Background: an optimization exercise with open tools, aiming at small area. Do not read the settings as production practice.
Function was checked by simulation only, so behaviour that the tests miss may differ from the original.
Power figures rest on the tool's default switching activity, not on a simulated workload.

`design/flow/design.v`:
```
package mips_pkg;
  localparam int DATA_W_DEFAULT = 32;   
  localparam int ADDR_W_DEFAULT = 5;    
  localparam int unsigned REG_ZERO = 0;
endpackage
module rf_aoi222 (
  input  logic a1, a2, b1, b2, c1, c2,
  output logic y
);
  assign y = ~((a1 & a2) | (b1 & b2) | (c1 & c2));
endmodule
module rf_nand2 (
  input  logic a, b,
  output logic y
);
  assign y = ~(a & b);
endmodule
module rf_nand3 (
  input  logic a, b, c,
  output logic y
);
  assign y = ~(a & b & c);
endmodule
module rf_nand4 (
  input  logic a, b, c, d,
  output logic y
);
  assign y = ~(a & b & c & d);
endmodule
module rf_or3 (
  input  logic a, b, c,
  output logic y
);
  assign y = a | b | c;
endmodule
module rf_read_bit (
  input  logic [31:1] sel,
  input  logic [31:1] val,
  output logic        y
);
  logic [10:0] t;   
  logic [2:0]  u;   
  for (genvar g = 0; g < 10; g++) begin : g_aoi
    rf_aoi222 u_aoi (
      .a1 (sel[3*g+1]), .a2 (val[3*g+1]),
      .b1 (sel[3*g+2]), .b2 (val[3*g+2]),
      .c1 (sel[3*g+3]), .c2 (val[3*g+3]),
      .y  (t[g])
    );
  end
  rf_nand2 u_last (.a(sel[31]), .b(val[31]), .y(t[10]));
  rf_nand4 u_n0 (.a(t[0]), .b(t[1]), .c(t[2]), .d(t[3]), .y(u[0]));
  rf_nand4 u_n1 (.a(t[4]), .b(t[5]), .c(t[6]), .d(t[7]), .y(u[1]));
  rf_nand3 u_n2 (.a(t[8]), .b(t[9]), .c(t[10]), .y(u[2]));
  rf_or3   u_o  (.a(u[0]), .b(u[1]), .c(u[2]), .y(y));
endmodule
module regfile_read_port #(
  parameter int DATA_W = mips_pkg::DATA_W_DEFAULT,
  parameter int ADDR_W = mips_pkg::ADDR_W_DEFAULT
) (
  input  logic [ADDR_W-1:0] rd_idx,
  input  logic [(2**ADDR_W)*DATA_W-1:0] regs,   
  output logic [DATA_W-1:0] rd_data
);
  localparam int NUM_REGS = 2**ADDR_W;
  logic [NUM_REGS-1:1] sel;
  always_comb begin
    for (int r = 1; r < NUM_REGS; r++) begin
      sel[r] = (rd_idx == ADDR_W'(r));
    end
  end
  for (genvar b = 0; b < DATA_W; b++) begin : g_bit
    logic [NUM_REGS-1:1] val;
    for (genvar r = 1; r < NUM_REGS; r++) begin : g_val
      assign val[r] = regs[r*DATA_W + b];
    end
    rf_read_bit u_bit (.sel(sel), .val(val), .y(rd_data[b]));
  end
endmodule
module rf_hold (
  input  logic q, d, en, en_n,
  output logic y
);
  assign y = (q | en) & (d | en_n);
endmodule
module register_file #(
  parameter int DATA_W = mips_pkg::DATA_W_DEFAULT,
  parameter int ADDR_W = mips_pkg::ADDR_W_DEFAULT
) (
  input  logic              clk,
  input  logic              rst,
  input  logic              RegWrite,
  input  logic [ADDR_W-1:0] read_reg1,
  input  logic [ADDR_W-1:0] read_reg2,
  input  logic [ADDR_W-1:0] write_reg,
  input  logic [DATA_W-1:0] write_data,
  output logic [DATA_W-1:0] read_data1,
  output logic [DATA_W-1:0] read_data2
);
  localparam int NUM_REGS = 2**ADDR_W;
  logic [NUM_REGS-1:0][DATA_W-1:0] regs_q;
  logic [NUM_REGS-1:0][DATA_W-1:0] regs_d;
  logic [NUM_REGS-1:1]             row_en;     
  logic [NUM_REGS-1:1]             row_en_n;
  logic [DATA_W-1:0]               wdata;      
  assign wdata = write_data & {DATA_W{~rst}};
  always_comb begin
    for (int r = 1; r < NUM_REGS; r++) begin
      row_en[r]   = rst | (RegWrite && (write_reg == ADDR_W'(r)));
      row_en_n[r] = ~row_en[r];
    end
  end
  assign regs_q[0] = '0;
  assign regs_d[0] = '0;
  for (genvar r = 1; r < NUM_REGS; r++) begin : g_row
    for (genvar b = 0; b < DATA_W; b++) begin : g_bit
      rf_hold u_hold (
        .q    (regs_q[r][b]),
        .d    (wdata[b]),
        .en   (row_en[r]),
        .en_n (row_en_n[r]),
        .y    (regs_d[r][b])
      );
    end
  end
  always_ff @(posedge clk) begin
    for (int r = 1; r < NUM_REGS; r++) begin
      regs_q[r] <= regs_d[r];
    end
  end
  regfile_read_port #(
    .DATA_W (DATA_W),
    .ADDR_W (ADDR_W)
  ) u_rd_port1 (
    .rd_idx  (read_reg1),
    .regs    (regs_q),
    .rd_data (read_data1)
  );
  regfile_read_port #(
    .DATA_W (DATA_W),
    .ADDR_W (ADDR_W)
  ) u_rd_port2 (
    .rd_idx  (read_reg2),
    .regs    (regs_q),
    .rd_data (read_data2)
  );
endmodule
```
`design/flow/run.sh`:
```
#!/bin/bash
# synth_recipe.tcl (not shown) runs the flow's synth.tcl, then flattens the netlist and writes it again
# the make line also repeats each setting of config.mk as NAME=value (left out here)
make -C /OpenROAD-flow-scripts/flow DESIGN_CONFIG=/design/flow/config.mk WORK_HOME=/design/flow/orfs CLKGATE_MAP_FILE= SYNTH_SCRIPT=/design/flow/synth_recipe.tcl finish
```
`design/flow/config.mk`:
```
export PLATFORM = sky130hd
export DESIGN_NAME = register_file
export DESIGN_NICKNAME = register_file
export VERILOG_FILES = /design/flow/design.v
export SDC_FILE = /design/flow/constraint.sdc
export NUM_CORES = 4
export LEC_CHECK = 0
export CAP_MARGIN = 20
export CORE_MARGIN = 2
export CORE_UTILIZATION = 40
export SLEW_MARGIN = 20
export SYNTH_HIERARCHICAL = 1
export SYNTH_MINIMUM_KEEP_SIZE = 0
```
`design/flow/constraint.sdc`:
```
create_clock -name core_clock -period 6.0 [get_ports {clk}]
set_input_delay 1.2000 -clock core_clock [delete_from_list [all_inputs] [get_ports {clk}]]
set_output_delay 1.2000 -clock core_clock [all_outputs]
set_load 0.01 [all_outputs]
```
==> impl_results.md, run 1 <==
* Status: failed layout checks
* Violated Checks: setup timing
* Mapped Area at 0.0380 mm2
* CP Capture Type: primary output
* Routed wl met2 at between 70 and 80 mm
* P_leak at roughly 18 nW
* Die area at roughly 0.098 mm2
* Min-Delay Endpoint: regs_q[938]$_DFF_P_
* DR iter-0 viols at approximately 8400
* CP startpoint kind: input port
* Initial Util at about two fifths
* # setup viols final at 15
* Maxcap violations at 0
* Post-Route WL at around 180 mm
* Tmin final at between 6 and 7 ns
* Cell area after placement at approximately 0.043 mm2
* Syn Inst Count at between 3000 and 4000
* Wire length of the first global-routing pass at between 200 and 300 mm
* Part of the cycle the worst path needs at 102%
* GRT Util Overall at between 30% and 40%
* Routed metal-1 wirelength at slightly below 70 mm
* Arr. time, crit path at 4.94 ns
* Avg Inst Size Synth at ~12 um2
* Number of global-route vias before repair at 36400
* Post-CTS Setup Bufs at 0
* Largest Register: regs_q
* Max VDD drop at around 0.24 mV
* CTS Hold Bufs at 0
* IO Pins at approximately 110
* Non-Filler Instances at 4897
* Reg2reg start: regs_q[132]$_DFF_P_
* Clk pin slew, worst setup/hold paths at ~0.050 ns
* Most frequent cells in the layout: 992 x o22a_1, 992 x dfxtp_1, 640 x a222oi_1, 172 x buf_4, 128 x nand4_1
* Worst Path Max Fanout at 28
* Reg2Reg Depth at 1
* Reg-to-reg endpoint: regs_q[132]$_DFF_P_
* Average vias per placed instance at around 7.9
* Slew @ Worst Pin at approximately 1.3 ns
* Max Freq at about 160 MHz
* Total CTS buffers at roughly 100
* Highest metal used: met5
* Die height at between 300 and 400 um
* CTS tree: built
* Design Area, Final at between 0.04 and 0.05 mm2
* Min-Delay Path Class: reg2reg
* Biggest regs: regs_q x992
* Max reg flops at about 1000
* Grt total ovfl at 0
* Post-DR wirelength/cell at approximately 37 um
* Number of cell rows at about 110
* Antenna violations before repair at 7
* PnR worst setup slack at -0.137 ns
* DRT antenna net count at 0
* Pwr dens at 356 mW/mm2
* Htree depth at 3
* Die Wd at about 310 um
* Met3 WL at ~25 mm
* Critical path class: in2out
* Worst-Skew Late Latency at between 0.6 and 0.7 ns
* YS warnings at 8
* Largest net degree at the start of global routing at 71
* # nets final at approximately 3600
* Area delta synth->final at 23.3%
* Unrepaired setup endpoints after global routing: no
* Worst hold stages at 1
* Core Box Area at ~0.095 mm2
* CTS max path bufs at 3
* Final Hold Viols at 0
* Clk sinks at around 1000
* Post-CTS sizing at 0
* Layout cells sized above 1 at between 10% and 20%
* Final Slew Violations at 0
* Vias at 38800
* Worst EP required at 4.80 ns
* Reg2Reg Setup Slack at approximately 5.3 ns
* Mapped Nets at approximately 3200
* First-pass DRT Iterations at 12
* Dpl cells at approximately 4700
* HP Start: regs_q[938]$_DFF_P_
* CTS Root Cell: clkbuf_16
* Setup TNS at -0.707 ns
* Slew Limit Headroom at between 10 and 15%
* DP Wirelength at about 110 mm
* Global placer's final weighted congestion at between 0.8 and 0.9
* I/O Buffers at approximately 110
* Clk_skew at 0 ns
* DRC viols at 0
[power by group]
group	internal [mW]	leakage [nW]	total (mW)	switching [mW]
sequential	7.28	8.36	7.81	0.535
combinational	0.940	7.69	2.21	1.27
clock	3.94	1.72	6.66	2.72
[through the flow]
stage          hold slack [ns]  setup slack [ns]  utilization, %  power (mW)
6_report                 0.495            -0.137            49.5        16.7
5_1_grt                  0.507            0.0104            49.5        17.1
4_1_cts                  0.498            0.0449            49.4        16.6
3_5_place_dp             0.482            0.0810            45.7        10.1
3_3_place_gp             0.473            0.0824            45.7        9.99
2_1_floorplan            0.467              1.60               -        8.95
[worst max-delay path, stage by stage]
cell and delay, ns:
clkdlybuf4s50_1 0.71, or3b_4 0.55, nor2_4 0.96, a222oi_1 0.25, nand4_1 0.48, or3_1 0.22, clkdlybuf4s50_1 0.56
[final cells by class]
| class | count | area, um2 |
|---|---|---|
| flip-flops and latches | 992 | 19900 |
| multi-input cells | 2149 | 19000 |
| clock buffers | 153 | 3140 |
| fillers | 8572 | 47700 |
| diodes | 4 | 10.0 |
| well taps | 1265 | 1580 |
| repair buffers | 309 | 2920 |
| clock inverters | 25 | 358 |
[how the worst max path moves through the flow]
stage                            start              to  slack (ns)  cells past startpoint
after floorplan           read_reg1[4]   read_data1[0]        1.60                      6
after global placement    read_reg1[1]   read_data1[6]        0.08                      7
after detailed placement  read_reg1[1]   read_data1[6]        0.08                      7
after CTS                 read_reg1[1]   read_data1[6]        0.04                      7
after global routing      read_reg1[0]  read_data1[25]        0.01                      7
final                     read_reg1[0]  read_data1[25]       -0.14                      7
[routing by layer]
layer,vias to the layer above,global-route usage [%]
met1,19300,45.2
met3,711,11.3
li1,15500,-
met2,3253,50.1
met4,14,23.1
met5,-,1.02
==> run 2, diff against run 1 <==
==> design/flow/flow/run.sh (new file) <==
#!/bin/bash
set -euo pipefail
export BUFFER_PORTS_ARGS="-buffer_cell sky130_fd_sc_hd__buf_1"
export CTS_ARGS="-sink_clustering_enable -repair_clock_nets -dont_use_dummy_load -buf_list {sky130_fd_sc_hd__clkbuf_4 sky130_fd_sc_hd__clkbuf_8}"
bash standard.sh finish > make_finish.log 2>&1
==> design/flow/standard.sh (new file) <==
#!/bin/bash
# synth_recipe.tcl (not shown) runs the flow's synth.tcl, then flattens the netlist and writes it again
# the make line also repeats each setting of config.mk as NAME=value (left out here)
make -C /OpenROAD-flow-scripts/flow DESIGN_CONFIG=/design/flow/config.mk WORK_HOME=/design/flow/orfs CLKGATE_MAP_FILE= SYNTH_SCRIPT=/design/flow/synth_recipe.tcl "${@:-finish}"
==> design/flow/config.mk (replaced) <==
export PLATFORM = sky130hd
export DESIGN_NAME = register_file
export DESIGN_NICKNAME = register_file
export VERILOG_FILES = /design/flow/design.v
export SDC_FILE = /design/flow/constraint.sdc
export NUM_CORES = 4
export LEC_CHECK = 0
export CAP_MARGIN = 10
export CORE_MARGIN = 2
export CORE_UTILIZATION = 75
export GPL_TIMING_DRIVEN = 0
export SLEW_MARGIN = 10
export SYNTH_HIERARCHICAL = 1
export SYNTH_MINIMUM_KEEP_SIZE = 0
removed: design/flow/run.sh
==> impl_results.md, run 2 <==
* Status: did not finish
* Fail Step: global routing
* Run Error: [ERROR GRT-0229] Vertical edge usage exceeds the maximum allowed. (10, 22) usage=65535 limit=2200
* IO Pins at 114 (unchanged)
* CTS Root Cell: clkbuf_8
* CTS max path bufs at 3 (unchanged)
* Die Wd at 229 um (-27%)
* Total CTS buffers at 150 (+46%)
* Initial Util at 75.9% (+36 points)
* Mapped Area at 0.0380 mm2 (unchanged)
* Avg Inst Size Synth at 12.0 um2 (unchanged)
* Post-CTS Setup Bufs at 0 (unchanged)
* Htree depth at 4 (+1)
* Syn Inst Count at 3169 (unchanged)
* DP Wirelength at 116 mm (+9.4%)
* Pre-CTS setup slack at 0.471 ns (+0.390 ns)
* YS warnings at 8 (unchanged)
* Number of cell rows at 82 (-27%)
* Post-CTS sizing at 0 (unchanged)
* CTS Hold Bufs at 0 (unchanged)
* I/O Buffers at 112 (-0.88%)
* Clk sinks at 992 (unchanged)
* Largest net degree at the start of global routing at 33
* Mapped Nets at 3219 (unchanged)
* Die height at 229 um (-27%)
* Global placer's final weighted congestion at 0.964 (+7.3%)
run 2: worst max path at each step:
stage | slack [ns] | from | to | cells past startpoint
after CTS | 0.20 | read_reg1[4] | read_data1[1] | 9
after detailed placement | 0.47 | read_reg1[4] | read_data1[1] | 9
after global placement | -0.82 | read_reg2[4] | read_data2[14] | 8
after floorplan | 1.60 | read_reg1[4] | read_data1[0] | 6
run 2: power by group through the flow:
stage,Sequential [mW],Combinational (mW),Clock (mW)
after global placement,7.83,1.74,0
after floorplan,7.79,1.16,0
after detailed placement,7.97,2.06,0
after CTS,7.88,2.13,4.56
run 2: per-stage QoR:
stage | instance area (um2) | std cells
2_1_floorplan | 38000 | 3169
3_3_place_gp | 39300 | 3953
3_5_place_dp | 43500 | 4083
4_1_cts | 45600 | 4233
==> run 3, diff against run 2 <==
--- a/design/flow/design.v
+++ b/design/flow/design.v
@@ -26,6 +26,18 @@
   output logic y
 );
   assign y = ~(a & b & c & d);
+endmodule
+module rf_and2 (
+  input  logic a, b,
+  output logic y
+);
+  assign y = a & b;
+endmodule
+module rf_or2 (
+  input  logic a, b,
+  output logic y
+);
+  assign y = a | b;
 endmodule
 module rf_or3 (
   input  logic a, b, c,
@@ -63,11 +75,17 @@
   output logic [DATA_W-1:0] rd_data
 );
   localparam int NUM_REGS = 2**ADDR_W;
+  localparam int LO_W = 2;
+  localparam int HI_W = ADDR_W - LO_W;
+  logic [2**LO_W-1:0]  lo;
+  logic [2**HI_W-1:0]  hi;
   logic [NUM_REGS-1:1] sel;
   always_comb begin
-    for (int r = 1; r < NUM_REGS; r++) begin
-      sel[r] = (rd_idx == ADDR_W'(r));
-    end
+    for (int i = 0; i < 2**LO_W; i++) lo[i] = (rd_idx[LO_W-1:0] == LO_W'(i));
+    for (int i = 0; i < 2**HI_W; i++) hi[i] = (rd_idx[ADDR_W-1:LO_W] == HI_W'(i));
+  end
+  for (genvar r = 1; r < NUM_REGS; r++) begin : g_sel
+    rf_and2 u_sel (.a(hi[r >> LO_W]), .b(lo[r % (2**LO_W)]), .y(sel[r]));
   end
   for (genvar b = 0; b < DATA_W; b++) begin : g_bit
     logic [NUM_REGS-1:1] val;
@@ -103,12 +121,22 @@
   logic [NUM_REGS-1:1]             row_en;     
   logic [NUM_REGS-1:1]             row_en_n;
   logic [DATA_W-1:0]               wdata;      
-  assign wdata = write_data & {DATA_W{~rst}};
+  logic                            rst_n;
+  logic [NUM_REGS-1:1]             wsel;       
+  logic [NUM_REGS-1:1]             wsel_n;
+  assign rst_n = ~rst;
   always_comb begin
     for (int r = 1; r < NUM_REGS; r++) begin
-      row_en[r]   = rst | (RegWrite && (write_reg == ADDR_W'(r)));
-      row_en_n[r] = ~row_en[r];
+      wsel[r]   = RegWrite && (write_reg == ADDR_W'(r));
+      wsel_n[r] = ~wsel[r];
     end
+  end
+  for (genvar b = 0; b < DATA_W; b++) begin : g_wdata
+    rf_and2 u_wdata (.a(write_data[b]), .b(rst_n), .y(wdata[b]));
+  end
+  for (genvar r = 1; r < NUM_REGS; r++) begin : g_en
+    rf_or2  u_en   (.a(rst),   .b(wsel[r]),   .y(row_en[r]));
+    rf_and2 u_en_n (.a(rst_n), .b(wsel_n[r]), .y(row_en_n[r]));
   end
   assign regs_q[0] = '0;
   assign regs_d[0] = '0;
==> design/flow/flow/run.sh (replaced) <==
#!/bin/bash
set -euo pipefail
export BUFFER_PORTS_ARGS="-buffer_cell sky130_fd_sc_hd__buf_1"
export PRE_RESIZE_TCL="$(pwd)/flow/upsize.tcl"
export FASTROUTE_TCL="$(pwd)/flow/fastroute.tcl"
export CTS_ARGS="-sink_clustering_enable -repair_clock_nets -dont_use_dummy_load -buf_list sky130_fd_sc_hd__clkbuf_8 -sink_clustering_size 18 -sink_clustering_max_diameter 60"
bash standard.sh finish > make_finish.log 2>&1
==> design/flow/flow/fastroute.tcl (new file) <==
# Global routing layer setup: the platform's, except that less of met1 and
# met2 is offered to the global router, so more signal wiring goes to met3 and
# met4 and detailed routing has room for pin access on the lower layers.
set_global_routing_layer_adjustment $::env(MIN_ROUTING_LAYER)-$::env(MAX_ROUTING_LAYER) 0.2
set_global_routing_layer_adjustment met1 0.45
set_global_routing_layer_adjustment met2 0.35

set_routing_layers -clock $::env(MIN_CLK_ROUTING_LAYER)-$::env(MAX_ROUTING_LAYER)
set_routing_layers -signal $::env(MIN_ROUTING_LAYER)-$::env(MAX_ROUTING_LAYER)
==> design/flow/flow/upsize.tcl (new file) <==
# Runs before repair_design in the resize step: an AND2/OR2 that drives a wide
# select, enable or write-data net is sized up to its X4 form, so repair_design
# does not put a buffer behind a weak gate.
set nup 0
foreach inst [get_cells *] {
  set m [get_property $inst ref_name]
  if {![regexp {^sky130_fd_sc_hd__(and2|or2)_[0-2]$} $m -> fn]} continue
  set op [get_pins -of_objects $inst -filter "direction==output"]
  set fo [llength [get_pins -of_objects [get_nets -of_objects $op] -filter "direction==input"]]
  if {$fo >= 16} {
    replace_cell $inst [get_lib_cells */sky130_fd_sc_hd__${fn}_4]
    incr nup
  }
}
puts "upsize.tcl: sized up $nup drivers"
--- a/design/flow/config.mk
+++ b/design/flow/config.mk
@@ -7,8 +7,9 @@
 export LEC_CHECK = 0
 export CAP_MARGIN = 10
 export CORE_MARGIN = 2
-export CORE_UTILIZATION = 75
+export CORE_UTILIZATION = 45
 export GPL_TIMING_DRIVEN = 0
+export PLACE_DENSITY = 0.5
 export SLEW_MARGIN = 10
 export SYNTH_HIERARCHICAL = 1
 export SYNTH_MINIMUM_KEEP_SIZE = 0
==> impl_results.md, run 3 <==
* Status: complete, no violations
* Die Wd at 296 um (+29%)
* Wire length of the first global-routing pass at 278 mm
* Antenna violations before repair at 26
* Post-DR wirelength/cell at roughly 44 um
* Slew Limit Headroom at 36.8%
* Area taken by flip-flops and latches at 0.0199 mm2
* Part of the cycle the worst path needs at around 84%
* CTS max path bufs at 3 (unchanged)
* Worst EP required at approximately 4.8 ns
* DRC viols at 0
* Most frequent cells in the layout: 992 x o22a_1, 992 x dfxtp_1, 640 x a222oi_1, 129 x nand4_1, 125 x and2_4
* CP Capture Type: primary output
* Worst hold stages at 1
* First-pass DRT Iterations at 13
* Syn Inst Count at 3225 (+1.8%)
* Reg2reg start: regs_q[70]$_DFF_P_
* Reg2Reg Setup Slack at 5.33 ns
* CTS tree: built
* P_leak at roughly 16 nW
* DRT antenna net count at 0
* Largest Register: regs_q
* Slew @ Worst Pin at approximately 0.95 ns
* CP startpoint kind: input port
* Worst hold slack at 0.498 ns
* Min-Delay Path Class: reg2reg
* Pre-CTS setup slack at 1.17 ns (+0.702 ns)
* Final Slew Violations at 0
* Tmin final at ~5 ns
* Post-CTS sizing at 0 (unchanged)
* Avg Inst Size Synth at 11.9 um2 (-0.75%)
* Clk_skew at 0 ns
* Reg2Reg Depth at 1
* Clk pin slew, worst setup/hold paths at around 0.06 ns
* HP Start: regs_q[85]$_DFF_P_
* Clk sinks at 992 (unchanged)
* Max Freq at 199 MHz
* Layout cells sized above 1 at 7.57%
* Largest net degree at the start of global routing at 35
* DR iter-0 viols at between 5000 and 6000
* Area delta synth->final at 9.04%
* Global placer's final weighted congestion at 0.932 (-3.3%)
* Critical path class: in2out
* Non-Filler Instances at between 4000 and 5000
* Biggest regs: regs_q x992
* Fillers at 7834
* Pwr dens at 318 mW/mm2
* Average vias per placed instance at approximately 8.4
* Htree depth at 3 (-1)
* Vias at 38500
* Max reg flops at 992
* Maxcap violations at 0
* Post-CTS Setup Bufs at 0 (unchanged)
* Setup TNS at 0 ns
* Max VDD drop at about 0.17 mV
* DP Wirelength at 102 mm (-12%)
* CTS Root Cell: clkbuf_8
* Area taken by multi-input logic gates at ~0.019 mm2
* CTS Hold Bufs at 0 (unchanged)
* Worst Path Max Fanout at 32
* Unrepaired setup endpoints after global routing: no
* Dpl cells at 4483 (+9.8%)
* Worst-Skew Late Latency at ~0.75 ns
* I/O Buffers at 113 (+0.89%)
* Mapped Area at 0.0384 mm2 (+1.0%)
* # nets final at about 3500
* Die area at roughly 0.09 mm2
* PnR worst setup slack at a little under 1 ns
* GRT Util Overall at 53.4%
* # setup viols final at 0
* Arr. time, crit path at between 3 and 4 ns
* Min-Delay Endpoint: regs_q[85]$_DFF_P_
* Reg-to-reg endpoint: regs_q[70]$_DFF_P_
* Initial Util at 45.2% (-31 points)
* IO Pins at 114 (unchanged)
* Final Hold Viols at 0
* Post-Route WL at 201 mm
* Number of global-route vias before repair at around 41000
* Grt total ovfl at 0
* Number of cell rows at 107 (+30%)
* Die height at 296 um (+29%)
* Core Box Area at 0.0849 mm2
* YS warnings at 8 (unchanged)
* Total CTS buffers at 84 (-44%)
* Mapped Nets at 3275 (+1.7%)
-- run 3: worst max path at each step --
stage / from / endpoint / cells after the start
after floorplan: read_reg1[4] / read_data1[0] / 5
after global placement: read_reg1[0] / read_data1[8] / 7
after detailed placement: read_reg1[3] / read_data1[23] / 7
after CTS: read_reg1[3] / read_data1[23] / 7
after global routing: read_reg1[3] / read_data1[6] / 7
final: read_reg1[0] / read_data1[8] / 7
-- run 3: through the flow --
step	power [mW]	instance area (um2)	utilization, %
after global placement	9.72	40300	47.4
after CTS	13.2	41800	49.3
after detailed placement	9.87	40700	47.9
final	13.3	41900	49.3
after global routing	13.7	41800	49.3
after floorplan	8.94	38400	-
-- run 3: worst max-delay path, stage by stage --
cell and delay [ns]:
buf_1 0.21, nor2b_1 0.51, and2_4 0.65, a222oi_1 0.26
nand3_1 0.40, or3_1 0.32, buf_1 0.18
-- run 3: final cells by class --
| class | count | share of cell area [%] |
|---|---|---|
| multi-input combinational | 2222 | 45.1 |
| inverter | 1 | 0.00896 |
| sequential | 992 | 47.4 |
| tap | 1144 | 3.42 |
| timing repair buffer | 114 | 1.06 |
| antenna | 19 | 0.114 |
| clock buffer | 84 | 2.76 |
| buffer | 10 | 0.108 |
-- run 3: power breakdown --
group / switching, mW / leakage, nW / internal [mW]
Combinational: 1.29 / 6.67 / 0.761
Sequential: 0.524 / 8.36 / 7.27
Clock: 2.21 / 0.604 / 1.25
-- run 3: metal layers --
| layer | wire (um) | share of wire [%] | GRT usage (%) |
|---|---|---|---|
| met1 | 67800 | 34 | 65.0 |
| met2 | 78700 | 39 | 71.1 |
| met3 | 34000 | 17 | 33.6 |
| met4 | 19700 | 9.8 | 45.6 |
| met5 | 380 | 0.19 | 5.21 |
==> run 4, diff against run 3 <==
--- a/design/flow/config.mk
+++ b/design/flow/config.mk
@@ -6,8 +6,10 @@
 export NUM_CORES = 4
 export LEC_CHECK = 0
 export CAP_MARGIN = 10
+export CELL_PAD_IN_SITES_DETAIL_PLACEMENT = 1
+export CELL_PAD_IN_SITES_GLOBAL_PLACEMENT = 2
 export CORE_MARGIN = 2
-export CORE_UTILIZATION = 45
+export CORE_UTILIZATION = 40
 export GPL_TIMING_DRIVEN = 0
 export PLACE_DENSITY = 0.5
 export SLEW_MARGIN = 10
==> impl_results.md, run 4 <==
* Arr. time, crit path at 4.05 ns (+0.23 ns)
* GRT Util Overall at 48.8% (-4.5 points)
* Average vias per placed instance at 8.11 (-3.5%)
* Die height at 314 um (+6.0%)
* Final Slew Violations at 0 (unchanged)
* P_leak at 15.7 nW (+0.46%)
* Critical path depth in cells at 7 (unchanged)
* Wire length of the first global-routing pass at 288 mm (+3.5%)
* Critical path class: in2out
* DP Wirelength at 110 mm (+7.3%)
* Top Family by Delay on Critical Path: simple AND/OR/NAND/NOR gates
* DRT antenna net count at 0 (unchanged)
* Post-DR wirelength/cell at 43.8 um (+0.17%)
* IO Pins at 114 (unchanged)
* Initial Util at 40.4% (-4.8 points)
* CP peak stage delay at 0.66 ns (about the same)
* Most frequent cells in the layout: 992 x o22a_1, 992 x dfxtp_1, 640 x a222oi_1, 129 x nand4_1, 125 x and2_4
* Final Hold Viols at 0 (unchanged)
* Min-Delay Path Class: reg2reg
* Post-CTS Setup Bufs at 0 (unchanged)
* # setup viols final at 0 (unchanged)
* Die Wd at 314 um (+6.0%)
* CP startpoint: read_reg1[4]
* Worst Path Max Fanout at 32 (unchanged)
* Biggest regs: regs_q x992
* Clk sinks at 992 (unchanged)
* Critical path's slowest cell: or3_1
* Vias at 38200 (-0.77%)
* Reg2reg start: regs_q[241]$_DFF_P_
* Slew Limit Headroom at 40.8% (+4.0 points)
* Max reg flops at 992 (unchanged)
* Worst-Skew Late Latency at 0.79 ns (+0.04 ns)
* Reg2Reg Depth at 1 (unchanged)
* YS warnings at 8 (unchanged)
* I/O Buffers at 113 (unchanged)
* # nets final at 3485 (+0.29%)
* Part of the cycle the worst path needs at 87.5% (+3.8 points)
* Pwr dens at 321 mW/mm2 (+1.0%)
* Worst hold slack at 0.500 ns (+0.00292 ns)
* Antenna violations before repair at 22 (-15%)
* DRC viols at 0 (unchanged)
* Core Box Area at 0.0950 mm2 (+12%)
* First-pass DRT Iterations at 10 (-3)
* Tmin final at 5.25 ns (+0.229 ns)
* Unrepaired setup endpoints after global routing: no
* Mapped Area at 0.0384 mm2 (unchanged)
* Max Freq at 191 MHz (-4.4%)
* Clk pin slew, worst setup/hold paths at 0.05 ns (about the same)
* DR iter-0 viols at 4934 (-12%)
* Syn Inst Count at 3225 (unchanged)
* Number of cell rows at 113 (+5.6%)
* Number of global-route vias before repair at 41900 (+3.2%)
* Status: complete, no violations
* CP dominant cell by count: buf_1
* Worst EP required at 4.80 ns (about the same)
* Post-CTS sizing at 0 (unchanged)
* Die area at 0.0985 mm2 (+12%)
* Mapped Nets at 3275 (unchanged)
* Total CTS buffers at 94 (+12%)
* Avg Inst Size Synth at 11.9 um2 (unchanged)
* Clk_skew at 0 ns (unchanged)
* CTS tree: built
* Grt total ovfl at 0 (unchanged)
* CP startpoint kind: input port
* Htree depth at 3 (unchanged)
* Slew @ Worst Pin at 0.887 ns (-0.0607 ns)
* Critical path destination: read_data1[20]
* Area delta synth->final at 9.77%
* Layout cells sized above 1 at 7.84% (+0.27 points)
* CTS Hold Bufs at 0 (unchanged)
* Max VDD drop at 0.172 mV (+0.32%)
* Maxcap violations at 0 (unchanged)
* CP Capture Type: primary output
* Post-Route WL at 207 mm (+3.0%)
* Worst-path cell chain: buf_1 -> and3b_2 -> and2_4 -> a222oi_1 -> nand4_1 -> or3_1 -> buf_1
* Setup TNS at 0 ns (unchanged)
* Global placer's final weighted congestion at 0.950 (+1.9%)
* Largest net degree at the start of global routing at 34 (-2.9%)
* CP Buf/Inv Count at 2 (unchanged)
* Reg2Reg Setup Slack at 5.34 ns (about the same)
* CTS max path bufs at 3 (unchanged)
* Reg-to-reg endpoint: regs_q[241]$_DFF_P_
* CTS Root Cell: clkbuf_8
* Largest Register: regs_q
-- run 4: cell type report --
class / instances / area [um2]
antenna: 16 / 40.0
fill: 10100 / 52900
sequential: 992 / 19900
multi-input combinational: 2222 / 18900
buffer: 10 / 45.0
timing repair buffer: 114 / 445
clock buffer: 94 / 1290
tap: 1265 / 1580
inverter: 1 / 3.75
-- run 4: report_power, final --
part | total [mW] | internal (mW) | switching [mW] | leakage (nW)
registers | 7.81 | 7.27 | 0.541 | 8.36
logic | 2.06 | 0.762 | 1.29 | 6.66
clock network | 3.66 | 1.39 | 2.27 | 0.676
total | 13.5 | 9.42 | 4.10 | 15.7
-- run 4: through the flow --
stage	total power [mW]	utilization, %	cells	setup slack [ns]	instance area (um2)
floorplan	8.94	-	3225	2.08	38400
global placement	9.73	42.5	4603	0.0617	40400
detailed placement	9.92	43.0	4604	1.04	40800
CTS	13.5	44.3	4698	1.02	42100
global route	14.0	44.3	4706	0.705	42100
finish	13.5	44.4	4714	0.752	42200
-- run 4: worst min-delay path by stage --
stage,slack [ns],start,end,depth (start not counted)
after floorplan,0.47,regs_q[128]$_DFF_P_,regs_q[128]$_DFF_P_,1
after global placement,0.47,regs_q[808]$_DFF_P_,regs_q[808]$_DFF_P_,1
after detailed placement,0.49,regs_q[273]$_DFF_P_,regs_q[273]$_DFF_P_,1
after CTS,0.50,regs_q[275]$_DFF_P_,regs_q[275]$_DFF_P_,1
after global routing,0.52,regs_q[183]$_DFF_P_,regs_q[183]$_DFF_P_,1
final,0.50,regs_q[761]$_DFF_P_,regs_q[761]$_DFF_P_,1
-- run 4: metal layers --
metal	routed length [um]	global-route usage (%)	vias to the layer above
met5	466	3.24	-
met1	72900	61.8	18900
met2	81300	66.7	2999
li1	-	-	15200
met4	19700	39.0	26
met3	32100	28.4	1056
==> run 5, diff against run 4 <==
==> design/flow/flow/upsize.tcl (replaced) <==
# Runs before repair_design in the resize step: an AND2/OR2 that drives a wide
# select, enable or write-data net is sized up to its X2 form, so repair_design
# does not put a buffer behind a weak gate.
set nup 0
foreach inst [get_cells *] {
  set m [get_property $inst ref_name]
  if {![regexp {^sky130_fd_sc_hd__(and2|or2)_[0-2]$} $m -> fn]} continue
  set op [get_pins -of_objects $inst -filter "direction==output"]
  set fo [llength [get_pins -of_objects [get_nets -of_objects $op] -filter "direction==input"]]
  if {$fo >= 16} {
    replace_cell $inst [get_lib_cells */sky130_fd_sc_hd__${fn}_2]
    incr nup
  }
}
puts "upsize.tcl: sized up $nup drivers"
--- a/design/flow/config.mk
+++ b/design/flow/config.mk
@@ -6,10 +6,8 @@
 export NUM_CORES = 4
 export LEC_CHECK = 0
 export CAP_MARGIN = 10
-export CELL_PAD_IN_SITES_DETAIL_PLACEMENT = 1
-export CELL_PAD_IN_SITES_GLOBAL_PLACEMENT = 2
 export CORE_MARGIN = 2
-export CORE_UTILIZATION = 40
+export CORE_UTILIZATION = 45
 export GPL_TIMING_DRIVEN = 0
 export PLACE_DENSITY = 0.5
 export SLEW_MARGIN = 10
==> impl_results.md, run 5 <==
* Number of cell rows at 107 (-5.3%)
* Number of global-route vias before repair at 40700 (-2.9%)
* CP Buf/Inv Count at 2 (unchanged)
* Fillers at 7763 (-23%)
* Post-Route WL at 200 mm (-3.1%)
* Htree depth at 3 (unchanged)
* Die Wd at 296 um (-5.6%)
* Critical path's slowest cell: and2_2
* Final Slew Violations at 0 (unchanged)
* CTS max path bufs at 3 (unchanged)
* CP dominant cell by count: buf_1
* CP startpoint kind: input port
* Min-Delay Path Class: reg2reg
* Post-CTS Setup Bufs at 0 (unchanged)
* CTS tree: built
* GRT Util Overall at 53.6% (+4.8 points)
* Clk sinks at 992 (unchanged)
* Critical path class: in2out
* Core Box Area at 0.0849 mm2 (-11%)
* DR iter-0 viols at 5697 (+15%)
* Top Family by Delay on Critical Path: simple AND/OR/NAND/NOR gates
* Die height at 296 um (-5.6%)
* Die area at 0.0877 mm2 (-11%)
* DRT antenna net count at 0 (unchanged)
* Worst Path Max Fanout at 32 (unchanged)
* P_leak at 15.6 nW (-0.94%)
* Final Hold Viols at 0 (unchanged)
* Global placer's final weighted congestion at 0.932 (-1.9%)
* CP Capture Type: primary output
* CTS Hold Bufs at 0 (unchanged)
* Arr. time, crit path at 4.24 ns (+0.19 ns)
* Largest net degree at the start of global routing at 38 (+12%)
* # setup viols final at 0 (unchanged)
* Antenna violations before repair at 38 (+73%)
* Unrepaired setup endpoints after global routing: no
* Layout cells sized above 1 at 7.70% (-0.14 points)
* Vias at 38500 (+0.76%)
* Part of the cycle the worst path needs at 90.7% (+3.2 points)
* Avg Inst Size Synth at 11.9 um2 (unchanged)
* Mapped Nets at 3275 (unchanged)
* Max Freq at 184 MHz (-3.5%)
* Max reg flops at 992 (unchanged)
* Worst-Skew Late Latency at 0.74 ns (-0.05 ns)
* CP peak stage delay at 1.08 ns (+0.42 ns)
* Worst-path cell chain: buf_1 -> nor2b_1 -> and2_2 -> a222oi_1 -> nand3_1 -> or3_1 -> buf_1
* # nets final at 3481 (-0.11%)
* Most frequent cells in the layout: 992 x o22a_1, 992 x dfxtp_1, 640 x a222oi_1, 129 x nand4_1, 113 x buf_1
* Setup TNS at 0 ns (unchanged)
* Biggest regs: regs_q x992
* Slew Limit Headroom at 3.85% (-37 points)
* Post-DR wirelength/cell at 43.5 um (-0.80%)
* Overall power at 13.3 mW (-1.5%)
* Tmin final at 5.44 ns (+0.192 ns)
* Area taken by flip-flops and latches at 0.0199 mm2 (unchanged)
* Initial Util at 45.2% (+4.8 points)
* Wire length of the first global-routing pass at 278 mm (-3.3%)
* Area taken by multi-input logic gates at 0.0187 mm2 (-1.0%)
* IO Pins at 114 (unchanged)
* Pwr dens at 319 mW/mm2 (-0.71%)
* Slew @ Worst Pin at 1.44 ns (+0.555 ns)
* Total CTS buffers at 86 (-8.5%)
* Area delta synth->final at 8.93%
* I/O Buffers at 113 (unchanged)
* Final core utilization at 49.3% (+4.9 points)
* Worst EP required at 4.80 ns (about the same)
* Syn Inst Count at 3225 (unchanged)
* Maxcap violations at 0 (unchanged)
* Mapped Area at 0.0384 mm2 (unchanged)
* Grt total ovfl at 0 (unchanged)
* DP Wirelength at 102 mm (-7.0%)
* Max VDD drop at 0.258 mV (+51%)
* DRC viols at 0 (unchanged)
* YS warnings at 8 (unchanged)
* Post-CTS sizing at 0 (unchanged)
* Clk pin slew, worst setup/hold paths at 0.04 ns (about the same)
* First-pass DRT Iterations at 10 (unchanged)
* Clk_skew at 0 ns (unchanged)
* Average vias per placed instance at 8.36 (+3.1%)
* Largest Register: regs_q
* CTS Root Cell: clkbuf_8
* Status: complete, no violations
## run 5: area by class of cell
cell class              instances  area share (%)
plain buffers                  10           0.108
repair buffers                118            1.29
diodes                         32           0.191
clock buffers                  86            2.83
multi-input cells            2222            44.7
well taps                    1144            3.42
inverters                       1         0.00897
flip-flops and latches        992            47.5
## run 5: per-layer routing
layer	vias to the layer above	GRT usage, %	part of all wire (%)
li1	15200	-	-
met1	18900	64.7	34
met2	3290	70.3	39
met3	1140	34.9	17
met4	24	46.5	9.9
met5	-	6.60	0.17
## run 5: path summary, 6_finish.rpt
path | endpoint | slack [ns] | startpoint | cells past startpoint
hold / removal | regs_q[856]$_DFF_P_ | 0.50 | regs_q[856]$_DFF_P_ | 1
hold reg to reg | regs_q[856]$_DFF_P_ | 0.50 | regs_q[856]$_DFF_P_ | 1
setup reg to reg | regs_q[714]$_DFF_P_ | 5.34 | regs_q[714]$_DFF_P_ | 1
setup / recovery | read_data2[8] | 0.56 | read_reg2[0] | 7
## run 5: where the power goes
part	total [mW]	internal (mW)	switching (mW)
logic	2.03	0.750	1.28
clock network	3.51	1.28	2.23
registers	7.79	7.27	0.520
## run 5: stage by stage
stage / setup slack (ns) / hold WS, ns / std cells / instance area, um2
3_3_place_gp: 0.142 / 0.473 / 4482 / 40300
5_1_grt: 0.625 / 0.509 / 4594 / 41800
3_5_place_dp: 0.887 / 0.483 / 4483 / 40400
4_1_cts: 0.880 / 0.495 / 4569 / 41600
2_1_floorplan: 2.08 / 0.467 / 3225 / 38400
6_report: 0.559 / 0.496 / 4605 / 41800

## re-timing with driven ports
In the flow no input, the clock included, has a driving cell. The finished layouts below were timed again as built, in two steps. Step 1: set_driving_cell puts a clkbuf_16 on clk and a buf_2 on each other input, an assumption about the parent block. Step 2 adds t to the input delays and takes it off the output delays; t is the mean of the earliest and latest rising clock arrival at the registers after step 1. Input paths then give back, and output paths get back, about the clock's delay inside the block. Three values: ideal ports, drivers, drivers and shift; two values: the first two.
run | t (ns) | setup slack, ns | hold slack, ns | latest minus earliest clock arrival (ns) | slew at the worst register clock pin (ns)
run 1 | 0.754 | -0.137 / -0.163 / -0.163 | 0.495 / 0.495 / 0.495 | 0.033 / 0.032 | 0.07 / 0.07
run 3 | 0.790 | 0.980 / 0.908 / 0.908 | 0.498 / 0.498 / 0.498 | 0.104 / 0.105 | 0.12 / 0.12
run 4 | 0.823 | 0.752 / 0.715 / 0.715 | 0.500 / 0.500 / 0.500 | 0.132 / 0.132 | 0.11 / 0.11
run 5 | 0.805 | 0.559 / 0.442 / 0.442 | 0.496 / 0.496 / 0.496 | 0.081 / 0.081 | 0.12 / 0.12
For run 5, which loses most, drivers alone change the setup slack by -0.117 ns; drivers and shift together by -0.117 ns.
